What follows belongs to an exercise in optimizing a design on an open flow for small area, a short achievable clock period and few clock cycles per item; a production flow would make more cautious choices. Function was checked by simulation only, so behaviour that the tests miss may differ from the original.

==> design.v <==
`timescale 1ns / 1ps
`default_nettype none
package tgs_pkg;
  localparam int unsigned MaxLenDefault = 64;
  localparam int unsigned MaxGroupsDefault = 64;
  localparam logic [6:0] LenReset = 7'd64;
  localparam logic [1:0] OpLoadElem = 2'd0;
  localparam logic [1:0] OpLoadGroup = 2'd1;
  localparam logic [1:0] OpRun = 2'd2;
  localparam logic [1:0] OpUnused = 2'd3;
  localparam logic [1:0] StatOk = 2'd0;
  localparam logic [1:0] StatBadRoot = 2'd1;
  localparam logic [1:0] StatBadRange = 2'd2;
  typedef struct packed {
    logic [1:0] op;
    logic [5:0] elem_index;
    logic signed [31:0] elem_value;
    logic [5:0] group_slot;
    logic signed [7:0] group_start;
    logic signed [7:0] group_end;
    logic [30:0] group_weight;
    logic [6:0] group_count;
  } in_word_t;
  typedef struct packed {
    logic signed [31:0] out_value;
    logic [5:0] out_index;
    logic last;
    logic [1:0] status;
  } out_word_t;
  typedef struct packed {
    logic start;
    logic is_div;
    logic [69:0] a;
    logic [36:0] b;
  } alu_cmd_t;
endpackage
`default_nettype wire
`timescale 1ns / 1ps
`default_nettype none
module tgs_sqrt (
  input  wire logic        clk_i,
  input  wire logic        rst_ni,
  input  wire logic        kill_i,
  input  wire logic        load_i,
  input  wire logic [68:0] s_i,
  input  wire logic [30:0] l_i,
  output logic             busy_o,    
  output logic             done_o,    
  input  wire logic        take_i,    
  output logic [35:0]      r_o,
  output logic [30:0]      l_o
);
  logic [71:0] src_q;
  logic [37:0] rem_q;
  logic [35:0] root_q;
  logic [37:0] r3p_q;      
  logic [4:0]  cnt_q;
  logic        run_q, done_q;
  logic [30:0] l_q;
  logic [71:0] s72;
  logic [3:0]  nb;
  assign s72 = {3'b000, s_i};
  always_comb begin
    nb = 4'd0;
    for (int k = 0; k < 9; k++) if (s72[8*k +: 8] != 8'd0) nb = 4'(k + 1);
  end
  function automatic void step(input logic [37:0] rem, input logic [35:0] root,
                               input logic [37:0] r3p, input logic [3:0] u,
                               output logic [37:0] rem_n, output logic [35:0] root_n,
                               output logic [37:0] r3p_n);
    logic [42:0] t, d1, d2, d3;
    t  = {1'b0, rem, u};
    d1 = t - {4'd0, root, 3'b001};
    d2 = t - {3'd0, root, 4'b0100};
    d3 = t - {2'd0, r3p, 3'b001};
    if (!d3[42]) begin
      rem_n = d3[37:0]; root_n = {root[33:0], 2'd3}; r3p_n = {r3p[35:0], 2'b00} + 38'd6;
    end else if (!d2[42]) begin
      rem_n = d2[37:0]; root_n = {root[33:0], 2'd2}; r3p_n = {r3p[35:0], 2'b11};
    end else if (!d1[42]) begin
      rem_n = d1[37:0]; root_n = {root[33:0], 2'd1}; r3p_n = {r3p[35:0], 2'b00};
    end else begin
      rem_n = t[37:0];  root_n = {root[33:0], 2'd0}; r3p_n = {r3p[35:0], 2'b00} - 38'd3;
    end
  endfunction
  logic [37:0] rem1, rem2, r3p1, r3p2;
  logic [35:0] root1, root2;
  always_comb begin
    step(rem_q, root_q, r3p_q, src_q[71:68], rem1, root1, r3p1);
  end
  always_ff @(posedge clk_i or negedge rst_ni) begin
    if (!rst_ni) begin
      run_q <= 1'b0;
      done_q <= 1'b0;
    end else if (kill_i) begin
      run_q <= 1'b0;
      done_q <= 1'b0;
    end else begin
      if (load_i) begin
        run_q <= 1'b1;
        done_q <= 1'b0;
      end else if (run_q && cnt_q == 5'd1) begin
        run_q <= 1'b0;
        done_q <= 1'b1;
      end else if (take_i) begin
        done_q <= 1'b0;
      end
    end
  end
  always_ff @(posedge clk_i) begin
    if (load_i) begin
      src_q <= s72 << (8 * (9 - nb));
      cnt_q <= {nb, 1'b0};
      rem_q <= '0;
      root_q <= '0;
      r3p_q <= 38'd1;
      l_q <= l_i;
    end else if (run_q) begin
      src_q <= {src_q[67:0], 4'd0};
      cnt_q <= cnt_q - 5'd1;
      rem_q <= rem1;
      root_q <= root1;
      r3p_q <= r3p1;
    end
  end
  assign busy_o = run_q | done_q;
  assign done_o = done_q;
  assign r_o = root_q;
  assign l_o = l_q;
endmodule
module tgs_div (
  input  wire logic        clk_i,
  input  wire logic        rst_ni,
  input  wire logic        kill_i,
  input  wire logic        load_i,
  input  wire logic [35:0] r_i,
  input  wire logic [30:0] l_i,
  output logic             busy_o,
  output logic             done_o,
  input  wire logic        take_i,
  output logic [31:0]      q_o
);
  logic [35:0] r_q, rem_q;
  logic [37:0] r3_q;
  logic [31:0] q_q;
  logic [3:0]  cnt_q;
  logic        run_q, done_q;
  function automatic void step(input logic [35:0] rem, input logic [35:0] r,
                               input logic [37:0] r3, output logic [35:0] rem_n,
                               output logic [1:0] d);
    logic [38:0] t, c1, c2, c3;
    t  = {1'b0, rem, 2'b00};
    c1 = t - {3'd0, r};
    c2 = t - {2'd0, r, 1'b0};
    c3 = t - {1'b0, r3};
    if (!c3[38]) begin rem_n = c3[35:0]; d = 2'd3; end
    else if (!c2[38]) begin rem_n = c2[35:0]; d = 2'd2; end
    else if (!c1[38]) begin rem_n = c1[35:0]; d = 2'd1; end
    else begin rem_n = t[35:0]; d = 2'd0; end
  endfunction
  logic [35:0] rem1, rem2;
  logic [1:0] d1, d2;
  always_comb begin
    step(rem_q, r_q, r3_q, rem1, d1);
  end
  always_ff @(posedge clk_i or negedge rst_ni) begin
    if (!rst_ni) begin
      run_q <= 1'b0;
      done_q <= 1'b0;
    end else if (kill_i) begin
      run_q <= 1'b0;
      done_q <= 1'b0;
    end else begin
      if (load_i) begin
        run_q <= 1'b1;
        done_q <= 1'b0;
      end else if (run_q && cnt_q == 4'd1) begin
        run_q <= 1'b0;
        done_q <= 1'b1;
      end else if (take_i) begin
        done_q <= 1'b0;
      end
    end
  end
  always_ff @(posedge clk_i) begin
    if (load_i) begin
      r_q <= r_i;
      r3_q <= {2'b00, r_i} + {1'b0, r_i, 1'b0};
      rem_q <= r_i - {5'd0, l_i};
      cnt_q <= 4'd0;
    end else if (run_q) begin
      rem_q <= rem1;
      q_q <= {q_q[29:0], d1};
      cnt_q <= cnt_q - 4'd1;
    end
  end
  assign busy_o = run_q | done_q;
  assign done_o = done_q;
  assign q_o = q_q;
endmodule
`default_nettype wire
`timescale 1ns / 1ps
`default_nettype none
module tree_group_shrink_top (
  input  wire logic        clk_i,
  input  wire logic        rst_ni,
  input  wire logic        start,
  output logic             busy,
  input  wire logic [99:0] in_word_i,
  input  wire logic        cfg_valid_i,
  output logic             cfg_ready_o,
  input  wire logic [6:0]  cfg_data_i,
  output logic             out_valid_o,
  output logic [40:0]      out_word_o
);
  localparam logic [1:0] E_IDLE = 2'd0, E_COMP = 2'd1, E_FIN = 2'd2, E_ERR = 2'd3;
  localparam logic [1:0] T_SUM = 2'd0, T_SCL = 2'd1, T_FIN = 2'd2;
  localparam logic [1:0] G_SUMW = 2'd0, G_SUMI = 2'd1, G_INB = 2'd2, G_QRDY = 2'd3;
  localparam logic [1:0] M_SCL = 2'd0, M_ZERO = 2'd1, M_KEEP = 2'd2;
  logic        busy_q, rdy_q;
  logic        cv_q;
  logic [99:0] cw_q;
  logic [6:0]  len_q;
  logic        acc_cmd, acc_run;
  assign acc_cmd = start & ~busy_q;
  assign acc_run = acc_cmd & (in_word_i[99:98] == 2'd2);
  assign busy = busy_q;
  assign cfg_ready_o = rdy_q;
  always_ff @(posedge clk_i) cw_q <= in_word_i;
  logic [1:0]  c_op;
  logic [5:0]  c_eidx, c_slot;
  logic [31:0] c_eval;
  logic [7:0]  c_s, c_e;
  logic [30:0] c_w;
  logic [6:0]  c_cnt;
  assign c_op = cw_q[99:98];
  assign c_eidx = cw_q[97:92];
  assign c_eval = cw_q[91:60];
  assign c_slot = cw_q[59:54];
  assign c_s = cw_q[53:46];
  assign c_e = cw_q[45:38];
  assign c_w = cw_q[37:7];
  assign c_cnt = cw_q[6:0];
  logic cv_elem, cv_grp, cv_run;
  assign cv_elem = cv_q && c_op == 2'd0;
  assign cv_grp = cv_q && c_op == 2'd1;
  assign cv_run = cv_q && c_op == 2'd2;
  logic [31:0] vmem [64];
  logic [31:0] xmem [64];
  logic [43:0] tmem [64];    
  logic [63:0] ne_q;         
  logic        root0_q, broot0_q;
  logic [30:0] w0_q;
  logic        g_ne, g_bad;
  logic [5:0]  g_a, g_b;
  assign g_ne = $signed(c_s) <= $signed(c_e);
  assign g_bad = ($signed(c_s) < 8'sd1) || ($signed(c_e) > 8'sd64);
  assign g_a = c_s[5:0] - 6'd1;
  assign g_b = c_e[5:0] - 6'd1;
  always_ff @(posedge clk_i) begin
    if (cv_elem) vmem[c_eidx] <= c_eval;
    if (cv_grp) begin
      tmem[c_slot] <= {g_bad, g_a, g_b, c_w};
      ne_q[c_slot] <= g_ne;
      if (c_slot == 6'd0) begin
        root0_q <= (c_s == 8'hff) && (c_e == 8'hff);
        broot0_q <= (c_s == 8'hff) && (c_e != 8'hff);
        w0_q <= c_w;
      end
    end
  end
  logic [1:0]  est_q;
  logic        rq_q;
  logic [6:0]  runc_q;
  logic [6:0]  n_q;
  logic [5:0]  nm1_q;
  logic        root_q;
  logic [30:0] lam_q;
  logic [5:0]  last_q, gi_q;
  logic        scan_q;
  logic [1:0]  errst_q;
  logic [63:0] raw_q, zero_q, pend_q;
  logic        s0;
  logic [6:0]  s_n, s_c;
  logic        s_root, s_broot;
  logic [63:0] s_m;
  logic [5:0]  s_last;
  logic        s_any;
  assign s0 = rq_q && est_q == E_IDLE;
  always_comb begin
    s_n = (len_q == 7'd0) ? 7'd1 : ((len_q > 7'd64) ? 7'd64 : len_q);
    s_c = (runc_q > 7'd64) ? 7'd64 : runc_q;
    s_root = (s_c != 7'd0) && root0_q;
    s_broot = (s_c != 7'd0) && broot0_q;
    for (int i = 0; i < 64; i++) s_m[i] = ne_q[i] && (7'(i) < s_c) && !(i == 0 && s_root);
    s_last = '0;
    for (int i = 0; i < 64; i++) if (s_m[i]) s_last = 6'(i);
    s_any = |s_m;
  end
  logic        fv_q, fne_q, fbad_q, flast_q;
  logic [5:0]  fa_q, fb_q;
  logic [30:0] fl_q;
  logic        f_err, f_drop, f_load, f_take;
  logic [43:0] t_rd;
  assign t_rd = tmem[gi_q];
  logic [1:0]  gv_q;
  logic [1:0]  gst_q [2];
  logic [5:0]  ga_q [2];
  logic [5:0]  gb_q [2];
  logic [30:0] gl_q [2];
  logic [1:0]  glast_q;
  logic [1:0]  gmode_q [2];
  logic        hd_q;
  logic        pv_q, pl2_q, pnr_q;
  logic [1:0]  pt_q, pm_q;
  logic [5:0]  pj_q, pe_q, pa_q, pb_q;
  logic [31:0] pq_q;
  logic        b1_v, b1_l2, b1_last, b1_inr, b1_raw, b1_zero;
  logic [1:0]  b1_t, b1_m;
  logic [5:0]  b1_j;
  logic [31:0] b1_q, b1_val;
  logic        b2_v, b2_l2, b2_last, b2_sign, b2_inc, b2_zout;
  logic [1:0]  b2_t;
  logic [5:0]  b2_j;
  logic [31:0] b2_mag, b2_opb;
  logic        b3_v, b3_l2, b3_last, b3_sign, b3_inc, b3_zout;
  logic [1:0]  b3_t;
  logic [5:0]  b3_j;
  logic [39:0] b3_pp [4];
  logic        b4_v, b4_last, b4_sign, b4_inc, b4_zout;
  logic [1:0]  b4_t;
  logic [5:0]  b4_j;
  logic [31:0] b4_p;
  logic [69:0] acc_q;
  logic [61:0] l2_q;
  logic        sv_q, sinf_q;
  logic        sq_load, sq_busy, sq_done, sq_take;
  logic [35:0] sq_r;
  logic [30:0] sq_l;
  logic        dv_load, dv_busy, dv_done, dv_take;
  logic [31:0] dv_q;
  logic        kill;
  logic        h, nn;
  assign h = hd_q;
  assign nn = ~hd_q;
  logic        ow;
  logic        big, dec_zero, dec_keep, dec_b, consume;
  assign ow = (gv_q[h] && gst_q[h] == G_SUMI) ? h : nn;
  assign big = acc_q > {8'd0, l2_q};
  assign dec_zero = sv_q && !big;
  assign dec_keep = sv_q && big && gl_q[ow] == 31'd0;
  assign dec_b = sv_q && big && gl_q[ow] != 31'd0;
  assign consume = dec_zero || dec_keep || (dec_b && !sq_busy);
  assign sq_load = dec_b && !sq_busy;
  logic        zm_en;
  logic [63:0] zmask;
  assign zm_en = dec_zero && !glast_q[ow];
  always_comb for (int j = 0; j < 64; j++)
    zmask[j] = zm_en && (6'(j) >= ga_q[ow]) && (6'(j) <= gb_q[ow]);
  logic        stall, beat, beat_el, lastbeat, a_free, sum_free;
  logic        iss_scl, iss_sumh, iss_sumn, iss_fin0, disj;
  assign stall = pend_q[pj_q];
  assign beat = pv_q && (pl2_q || !stall);
  assign beat_el = pv_q && !pl2_q && !stall;
  assign lastbeat = beat_el && pj_q == pe_q;
  assign a_free = !pv_q || lastbeat;
  assign sum_free = !sinf_q || consume;
  assign disj = (gb_q[nn] < ga_q[h]) || (ga_q[nn] > gb_q[h]);
  assign iss_scl = est_q == E_COMP && a_free && gv_q[h] &&
                   ((gst_q[h] == G_INB && dv_done) || gst_q[h] == G_QRDY);
  assign iss_sumh = est_q == E_COMP && a_free && !iss_scl && gv_q[h] && gst_q[h] == G_SUMW &&
                    sum_free;
  assign iss_sumn = est_q == E_COMP && a_free && !iss_scl && gv_q[h] && gst_q[h] != G_SUMW &&
                    gv_q[nn] && gst_q[nn] == G_SUMW && sum_free && disj;
  assign iss_fin0 = s0 && !s_broot && !s_any;
  assign dv_take = iss_scl && gst_q[h] == G_INB;
  assign f_err = est_q == E_COMP && fv_q && fne_q && (fbad_q || {1'b0, fb_q} >= n_q);
  assign f_drop = fv_q && !fne_q;
  logic        ld_slot;    
  logic        ld_ok;
  assign ld_ok = !gv_q[h] || !gv_q[nn];
  assign ld_slot = !gv_q[h] ? h : nn;
  assign f_load = est_q == E_COMP && fv_q && fne_q && !f_err && ld_ok;
  assign f_take = f_drop || f_load;
  assign kill = f_err;
  assign dv_load = sq_done && !dv_busy;
  assign sq_take = dv_load;
  tgs_sqrt u_sqrt (
    .clk_i, .rst_ni, .kill_i(kill), .load_i(sq_load), .s_i(acc_q[68:0]), .l_i(gl_q[ow]),
    .busy_o(sq_busy), .done_o(sq_done), .take_i(sq_take), .r_o(sq_r), .l_o(sq_l)
  );
  tgs_div u_div (
    .clk_i, .rst_ni, .kill_i(kill), .load_i(dv_load), .r_i(sq_r), .l_i(sq_l),
    .busy_o(dv_busy), .done_o(dv_done), .take_i(dv_take), .q_o(dv_q)
  );
  logic fin_inflight;
  assign fin_inflight = (b1_v && b1_t == T_FIN) || (b2_v && b2_t == T_FIN) ||
                        (b3_v && b3_t == T_FIN) || (b4_v && b4_t == T_FIN);
  logic [1:0] est_n;
  logic       rq_n;
  logic       fin_done;
  assign fin_done = est_q == E_FIN && lastbeat;
  always_comb begin
    est_n = est_q;
    rq_n = rq_q;
    if (cv_run) rq_n = 1'b1;
    if (s0) begin
      rq_n = 1'b0;
      if (s_broot) est_n = E_ERR;
      else if (!s_any) est_n = E_FIN;
      else est_n = E_COMP;
    end
    if (est_q == E_COMP) begin
      if (f_err) est_n = E_ERR;
      else if (iss_scl && glast_q[h]) est_n = E_FIN;
    end
    if (fin_done) est_n = E_IDLE;
    if (est_q == E_ERR && !fin_inflight) est_n = E_IDLE;
  end
  logic busy_d;
  assign busy_d = acc_run || cv_run || rq_n || est_n == E_COMP || est_n == E_ERR ||
                  (est_n == E_FIN && (s0 || (|raw_q)));
  always_ff @(posedge clk_i or negedge rst_ni) begin
    if (!rst_ni) begin
      busy_q <= 1'b0;
      rdy_q <= 1'b1;
      cv_q <= 1'b0;
      len_q <= 7'd64;
      est_q <= E_IDLE;
      rq_q <= 1'b0;
    end else begin
      busy_q <= busy_d;
      rdy_q <= ~busy_d;
      cv_q <= acc_cmd;
      if (cfg_valid_i && rdy_q) len_q <= cfg_data_i;
      est_q <= est_n;
      rq_q <= rq_n;
    end
  end
  always_ff @(posedge clk_i) begin
    if (cv_run) runc_q <= c_cnt;
    if (s0) begin
      n_q <= s_n;
      nm1_q <= 6'(s_n - 7'd1);
      root_q <= s_root;
      lam_q <= w0_q;
      last_q <= s_last;
      errst_q <= 2'd1;
    end
    if (f_err) errst_q <= 2'd2;
  end
  always_ff @(posedge clk_i or negedge rst_ni) begin
    if (!rst_ni) begin
      scan_q <= 1'b0;
      fv_q <= 1'b0;
    end else if (kill) begin
      scan_q <= 1'b0;
      fv_q <= 1'b0;
    end else if (s0) begin
      scan_q <= !s_broot && s_any;
      fv_q <= 1'b0;
    end else begin
      if (f_take) fv_q <= 1'b0;
      if (scan_q && (!fv_q || f_take)) begin
        fv_q <= 1'b1;
        if (gi_q == last_q) scan_q <= 1'b0;
      end
    end
  end
  always_ff @(posedge clk_i) begin
    if (s0) gi_q <= s_root ? 6'd1 : 6'd0;
    else if (scan_q && (!fv_q || f_take)) begin
      gi_q <= gi_q + 6'd1;
      fne_q <= ne_q[gi_q];
      {fbad_q, fa_q, fb_q, fl_q} <= t_rd;
      flast_q <= gi_q == last_q;
    end
  end
  always_ff @(posedge clk_i or negedge rst_ni) begin
    if (!rst_ni) begin
      gv_q <= '0;
      hd_q <= 1'b0;
    end else if (kill || s0) begin
      gv_q <= '0;
      hd_q <= 1'b0;
    end else begin
      logic [1:0] v;
      v = gv_q;
      if (iss_scl) v[h] = 1'b0;
      if (consume && (dec_zero || dec_keep) && !glast_q[ow]) v[ow] = 1'b0;
      if (f_load) v[ld_slot] = 1'b1;
      gv_q <= v;
      if (!v[h] && v[nn]) hd_q <= nn;
    end
  end
  always_ff @(posedge clk_i) begin
    if (f_load) begin
      gst_q[ld_slot] <= G_SUMW;
      ga_q[ld_slot] <= fa_q;
      gb_q[ld_slot] <= fb_q;
      gl_q[ld_slot] <= fl_q;
      glast_q[ld_slot] <= flast_q;
    end
    if (iss_sumh) gst_q[h] <= G_SUMI;
    if (iss_sumn) gst_q[nn] <= G_SUMI;
    if (consume) begin
      if (dec_b) begin
        gst_q[ow] <= G_INB;
        gmode_q[ow] <= M_SCL;
      end else begin
        gst_q[ow] <= G_QRDY;
        gmode_q[ow] <= dec_zero ? M_ZERO : M_KEEP;
      end
    end
  end
  always_ff @(posedge clk_i or negedge rst_ni) begin
    if (!rst_ni) begin
      pv_q <= 1'b0;
      sinf_q <= 1'b0;
    end else begin
      if (lastbeat) pv_q <= 1'b0;
      if (iss_scl || iss_sumh || iss_sumn || iss_fin0) pv_q <= 1'b1;
      if (kill) pv_q <= 1'b0;
      if (consume) sinf_q <= 1'b0;
      if (iss_sumh || iss_sumn) sinf_q <= 1'b1;
      if (kill) sinf_q <= 1'b0;
    end
  end
  always_ff @(posedge clk_i) begin
    if (beat) begin
      pl2_q <= 1'b0;
      if (beat_el) pj_q <= pj_q + 6'd1;
    end
    if (iss_sumh || iss_sumn) begin
      pt_q <= T_SUM;
      pl2_q <= 1'b1;
      pj_q <= iss_sumh ? ga_q[h] : ga_q[nn];
      pe_q <= iss_sumh ? gb_q[h] : gb_q[nn];
      pq_q <= {1'b0, iss_sumh ? gl_q[h] : gl_q[nn]};
    end
    if (iss_scl) begin
      pl2_q <= 1'b0;
      pq_q <= dv_q;
      pm_q <= gst_q[h] == G_INB ? M_SCL : gmode_q[h];
      pa_q <= ga_q[h];
      pb_q <= gb_q[h];
      pnr_q <= 1'b0;
      if (glast_q[h]) begin
        pt_q <= T_FIN;
        pj_q <= 6'd0;
        pe_q <= nm1_q;
      end else begin
        pt_q <= T_SCL;
        pj_q <= ga_q[h];
        pe_q <= gb_q[h];
      end
    end
    if (iss_fin0) begin
      pl2_q <= 1'b0;
      pt_q <= T_FIN;
      pm_q <= M_KEEP;
      pnr_q <= 1'b1;
      pj_q <= 6'd0;
      pe_q <= 6'(s_n - 7'd1);
    end
  end
  logic        wr_en;
  always_ff @(posedge clk_i or negedge rst_ni) begin
    if (!rst_ni) begin
      pend_q <= '0;
    end else if (kill) begin
      pend_q <= '0;
    end else begin
      for (int j = 0; j < 64; j++) begin
        if (beat_el && pt_q == T_SCL && pj_q == 6'(j)) pend_q[j] <= 1'b1;
        else if (wr_en && b4_j == 6'(j)) pend_q[j] <= 1'b0;
      end
    end
  end
  always_ff @(posedge clk_i) begin
    for (int j = 0; j < 64; j++) begin
      if (s0) begin
        raw_q[j] <= 7'(j) < s_n;
        zero_q[j] <= 1'b0;
      end else if (wr_en && b4_j == 6'(j)) begin
        raw_q[j] <= 1'b0;
        zero_q[j] <= 1'b0;
      end else if (zmask[j]) begin
        raw_q[j] <= 1'b0;
        zero_q[j] <= 1'b1;
      end
    end
  end
  always_ff @(posedge clk_i or negedge rst_ni) begin
    if (!rst_ni) begin
      b1_v <= 1'b0;
      b2_v <= 1'b0;
      b3_v <= 1'b0;
      b4_v <= 1'b0;
    end else begin
      b1_v <= beat && !(kill && pt_q != T_FIN);
      b2_v <= b1_v && !(kill && b1_t != T_FIN);
      b3_v <= b2_v && !(kill && b2_t != T_FIN);
      b4_v <= b3_v && !(kill && b3_t != T_FIN);
    end
  end
  always_ff @(posedge clk_i) begin
    b1_t <= pt_q;
    b1_l2 <= pl2_q;
    b1_j <= pj_q;
    b1_last <= lastbeat;
    b1_m <= pm_q;
    b1_inr <= !pnr_q && pj_q >= pa_q && pj_q <= pb_q;
    b1_q <= pq_q;
    b1_raw <= raw_q[pj_q];
    b1_zero <= zero_q[pj_q];
    b1_val <= raw_q[pj_q] ? vmem[pj_q] : xmem[pj_q];
  end
  logic [31:0] absv, mag0;
  logic        byp;
  always_comb begin
    absv = b1_val[31] ? (32'd0 - b1_val) : b1_val;
    if (b1_zero) mag0 = '0;
    else if (b1_raw && root_q) mag0 = (absv > {1'b0, lam_q}) ? absv - {1'b0, lam_q} : 32'd0;
    else mag0 = absv;
    byp = b1_t == T_FIN && !(b1_inr && b1_m == M_SCL);
  end
  always_ff @(posedge clk_i) begin
    b2_t <= b1_t;
    b2_l2 <= b1_l2;
    b2_j <= b1_j;
    b2_last <= b1_last;
    b2_sign <= b1_val[31];
    b2_zout <= b1_t == T_FIN && b1_inr && b1_m == M_ZERO;
    b2_inc <= byp && mag0 != 32'd0;
    if (b1_l2) begin
      b2_mag <= b1_q;
      b2_opb <= b1_q;
    end else begin
      b2_mag <= mag0;
      b2_opb <= (b1_t == T_SUM) ? mag0 : (byp ? 32'hffff_ffff : b1_q);
    end
  end
  always_ff @(posedge clk_i) begin
    b3_t <= b2_t;
    b3_l2 <= b2_l2;
    b3_j <= b2_j;
    b3_last <= b2_last;
    b3_sign <= b2_sign;
    b3_inc <= b2_inc;
    b3_zout <= b2_zout;
    for (int k = 0; k < 4; k++) b3_pp[k] <= b2_mag * b2_opb[8*k +: 8];
  end
  logic [69:0] addend, psum;
  assign addend = (b3_t == T_SUM && !b3_l2) ? acc_q : 70'd0;
  assign psum = addend + {30'd0, b3_pp[0]} + {22'd0, b3_pp[1], 8'd0} +
                {14'd0, b3_pp[2], 16'd0} + {6'd0, b3_pp[3], 24'd0};
  always_ff @(posedge clk_i) begin
    b4_t <= b3_t;
    b4_j <= b3_j;
    b4_last <= b3_last;
    b4_sign <= b3_sign;
    b4_inc <= b3_inc;
    b4_zout <= b3_zout;
    b4_p <= psum[63:32];
    if (b3_v && b3_t == T_SUM) begin
      if (b3_l2) begin
        l2_q <= psum[61:0];
        acc_q <= '0;
      end else begin
        acc_q <= psum;
      end
    end
  end
  always_ff @(posedge clk_i or negedge rst_ni) begin
    if (!rst_ni) sv_q <= 1'b0;
    else if (kill) sv_q <= 1'b0;
    else if (b3_v && b3_t == T_SUM && b3_last) sv_q <= 1'b1;
    else if (consume) sv_q <= 1'b0;
  end
  logic [31:0] res, wval;
  assign res = b4_zout ? 32'd0 : (b4_p + {31'd0, b4_inc});
  assign wval = b4_sign ? (32'd0 - res) : res;
  assign wr_en = b4_v && b4_t == T_SCL;
  always_ff @(posedge clk_i) begin
    if (wr_en) xmem[b4_j] <= wval;
  end
  always_ff @(posedge clk_i or negedge rst_ni) begin
    if (!rst_ni) begin
      out_valid_o <= 1'b0;
      out_word_o <= '0;
    end else begin
      out_valid_o <= 1'b0;
      if (b4_v && b4_t == T_FIN) begin
        out_valid_o <= 1'b1;
        out_word_o <= {wval, b4_j, b4_last, 2'b00};
      end else if (est_q == E_ERR && !fin_inflight) begin
        out_valid_o <= 1'b1;
        out_word_o <= {32'd0, 6'd0, 1'b1, errst_q};
      end
    end
  end
endmodule
`default_nettype wire
==> config.mk <==
export PLATFORM = sky130hd
export DESIGN_NAME = tree_group_shrink_top
export DESIGN_NICKNAME = tree_group_shrink_top
export VERILOG_FILES = /design/flow/design.v
export SDC_FILE = /design/flow/constraint.sdc
export NUM_CORES = 8
export LEC_CHECK = 0
export CAP_MARGIN = 20
export CORE_MARGIN = 2
export CORE_UTILIZATION = 40
export SLEW_MARGIN = 20
==> constraint.sdc <==
create_clock -name core_clock -period 18.0 [get_ports {clk_i}]
set_input_delay 3.6000 -clock core_clock [delete_from_list [all_inputs] [get_ports {clk_i}]]
set_output_delay 3.6000 -clock core_clock [all_outputs]
set_load 0.01 [all_outputs]
==> run.sh <==
#!/bin/bash
# synth_recipe.tcl (not shown) runs the flow's synth.tcl, then flattens the netlist and writes it again
# the make line also repeats each setting of config.mk as NAME=value (left out here)
make -C /OpenROAD-flow-scripts/flow DESIGN_CONFIG=/design/flow/config.mk WORK_HOME=/design/flow/orfs CLKGATE_MAP_FILE= SYNTH_SCRIPT=/design/flow/synth_recipe.tcl finish
==> flow_summary.toml <==
[timing]
finalSetupTns_ns = 0
min_period_ns = 7.79
layout_setup_ws_ns = 10.21
tightest_slew_ns = 1.17
maxSlewViolCount = 0
fmaxAchievable_mhz = 128
finalHoldViolCount = 0
finalCritPeriodShare_pct = 43.3
grt_setup_unrepaired = "no"
finalSetupViolCount = 0
maxSlewHeadroom_pct = 21.2
finalClockSkew_ns = 0.193

[setup_path]
critPathTopFamily = "compound AO/OA/AOI/OAI gates"
critPathMaxFanout = 70
critPathLaunchType = "flop"
crit_path_top_delay_cell = "o41ai_1"
worstPathCellList = "nor3_2 -> buf_4 -> and2_1 -> fa_1 -> fa_1 -> fa_1 -> ha_1 -> nand4_1 -> a2111o_1 -> nor4b_1 -> o311ai_0 -> a21oi_1 -> nor3_1 -> o211a_1 -> o41ai_1 -> nand4_1 -> a21boi_0 -> o21ai_0 -> a21oi_1 -> mux2_2"
crit_arrival_ns = 8.57
critPathBufInv = 1
criticalPathCategory = "flop to flop"
cp_slowest_stage_delay_ns = 0.71
worstPathRequired_ns = 18.79
cp-end-kind = "flop"
cpMostUsedCell = "fa_1"

[drt]
drc = 0
drt_pass1_iterations = 8
ant_nets = 0
drt-total-wl_um = 1110000
first_iter_violations = 26408
vias_per_cell = 5.87
via_count = 215705
wl_per_cell_um = 30.2

[grt]
grt_antenna_before_repair = 129
grt_first_pass_wirelength_um = 1570000
grt_pass1_vias = 212248
track_usage_pct = 22.5
grt_overflow_total = 0
grt_max_degree = 124

[clock_network]
root_buffer = "clkbuf_16"
cts.sinks = 8517
cts_hold_buf = 0
insertion_delay_ns = 1.20
cts_buffers = 894
cts_buffer_depth = 5
path_clk_slew_ns = 0.06
cts_resized = 0
htree_levels = 6
post-cts-setup-buffers = 0
cts_tree = "done"

[synthesis]
synth_top_area_cell = "edfxtp_1"
syn_inst = 22680
yosysMostFrequentCell = "edfxtp_1"
syn_nets = 24458
ys_seq_elements = 8517
synthDominantCellAreaShare_pct = 60.5
synth_area_per_cell_um2 = 16.9
synthFlopType = "edfxtp_1"
synth_seq_area_share_pct = 64.9
yosysUniqueCellTypes = 101
syn_area_um2 = 383000
synth_common_cells = "edfxtp_1 (7707), mux4_2 (2352), nand2_1 (1672), inv_1 (1106), clkbuf_1 (904)"
async_reset_ff_share_pct = 1.59
synth_top_cells_by_area = "edfxtp_1 (60%), mux4_2 (14%), fa_1 (4.3%)"
synth_edf_count = 7707
synth_warnings = 5

[worst_hold_path]
hold_path_class = "flop to flop"

[floorplan]
die_y_um = 982
die_w_um = 982
initial_core_util_pct = 40.1
io_pins = 155
design.core.area_um2 = 955000
placementRows = 359
die_area_um2 = 965000

[finish]
final_layout_size_suffix_gt1_share_pct = 20.0
fill_cells = 81278
final_nets = 25008
syn2layout_area_growth_pct = 13.1

[place]
gp_congestion = 0.920
io_buffers = 154
dpl.hpwl_um = 678000
dp_slack_ns = 10.41

[run_status]
status = "finished clean"

[run]
maxCapViolations = 0
routing by layer:
layer	vias to the layer above	wire length [um]	track usage [%]	part of all wire (%)
li1	89525	-	-	-
met1	114660	478000	33.2	43
met2	10027	502000	34.5	45
met3	1443	98100	4.19	8.8
met4	50	31800	5.99	2.9
met5	-	701	0	0.063
cells by family after synthesis:
group,after synthesis,synth area share (%)
buffers and inverters,2197,2.18
flip-flops,8517,64.9
adder cells (fa/ha/maj),1668,7.06
XOR/XNOR,568,1.30
AND/OR/NAND/NOR,4405,5.45
AO/OA/AOI/OAI,2715,4.59
multiplexers,2610,14.5
worst register-to-register path, cell delays in order, from the launching register on:
cell and delay [ns]:
dfxtp_2 0.52, nor3_2 0.21, buf_4 0.57, and2_1 0.28, fa_1 0.43, fa_1 0.51, fa_1 0.42, ha_1 0.44
nand4_1 0.25, a2111o_1 0.48, nor4b_1 0.30, o311ai_0 0.34, a21oi_1 0.34, nor3_1 0.23, o211a_1 0.34, o41ai_1 0.71
nand4_1 0.16, a21boi_0 0.26, o21ai_0 0.20, a21oi_1 0.20, mux2_2 0.35
cells in the final DEF, fill, tap and decap left out, drive strengths merged, types with 172 or more instances in the layout:
cell	Yosys	layout
edfxtp	7707	7707
mux4	2352	2352
nand2	1673	1673
inv	1108	1140
clkbuf	904	1111
nor2	898	898
ha	846	846
fa	821	821
a21oi	696	696
dfxtp	675	675
o21ai	653	653
buf	181	586
and2	569	569
xnor2	405	405
clkinv	4	377
nor3	232	232
a21o	224	224
nand3	191	191
o21a	172	172
cell type report:
cell class	instances	area (um^2)	area share, %
Sequential cell	8517	249000	57.4
Multi-Input combinational cell	11966	128000	29.6
Clock buffer	1111	23800	5.49
Tap cell	12635	15800	3.65
Timing Repair Buffer	739	6220	1.44
Clock inverter	545	5980	1.38
Inverter	1112	4200	0.970
Antenna cell	137	343	0.0792
registers in the layout, indices dropped and copies added (netlist names), 37 cells and up, named ones only:
signal	count
zero_q	64
tmem	2816
out_word_o	41
u_sqrt.rem_q	38
cw_q	100
raw_q	64
u_sqrt.src_q	72
vmem	2048
l2_q	62
b3_pp	160
ne_q	64
acc_q	70
u_sqrt.r3p_q	38
xmem	2048
gl_q	62
u_div.r3_q	37
pend_q	64
final timing paths:
path | to | cells past startpoint | slack (ns) | from
hold / removal | b1_q[13] | 0 | 0.30 | pq_q[13]
hold reg to reg | b1_q[13] | 0 | 0.30 | pq_q[13]
setup reg to reg | acc_q[66] | 20 | 10.21 | b3_l2
setup / recovery | acc_q[66] | 20 | 10.21 | b3_l2
max in group asynchronous | u_sqrt.run_q | 2 | 13.74 | rst_ni
min in group asynchronous | out_word_o[7] | 1 | 2.55 | rst_ni
stage by stage:
step | instance area, um^2 | instances | utilization [%] | hold slack (ns)
after floorplan | 383000 | 22680 | - | 0.310
after global placement | 402000 | 34957 | 42.2 | 0.310
after detailed placement | 403000 | 34966 | 42.2 | 0.312
after CTS | 432000 | 36622 | 45.3 | 0.301
after global routing | 433000 | 36676 | 45.3 | 0.300
final | 433000 | 36762 | 45.4 | 0.299
Testbench counts, summed over its fixed seeds: cycles 45,285, runs 96.

[re-timing with driven ports]
Ports are ideal in the flow. The routed layout listed here was re-timed in OpenROAD. Step 1 assumes that a clkbuf_16 drives the clock port and a buf_2 every other input. Step 2 adds t to the input delays and takes it off the output delays; t is the mean of the earliest and latest rising clock arrival at the registers after step 1. Input paths then give back, and output paths get back, about the clock's delay inside the block. Three values: ideal, step 1, step 2; two values: the first two.
shift t [ns]: 1.249
setup WS [ns]: 10.213 / 10.213 / 10.213
slew at the worst register clock pin (ns): 0.07 / 0.07
worst slew at a driven data input, ns: 0.11
After both steps setup and hold are still met in this run. For this run, drivers alone change the setup slack by 0.000 ns; drivers and shift together by 0.000 ns.
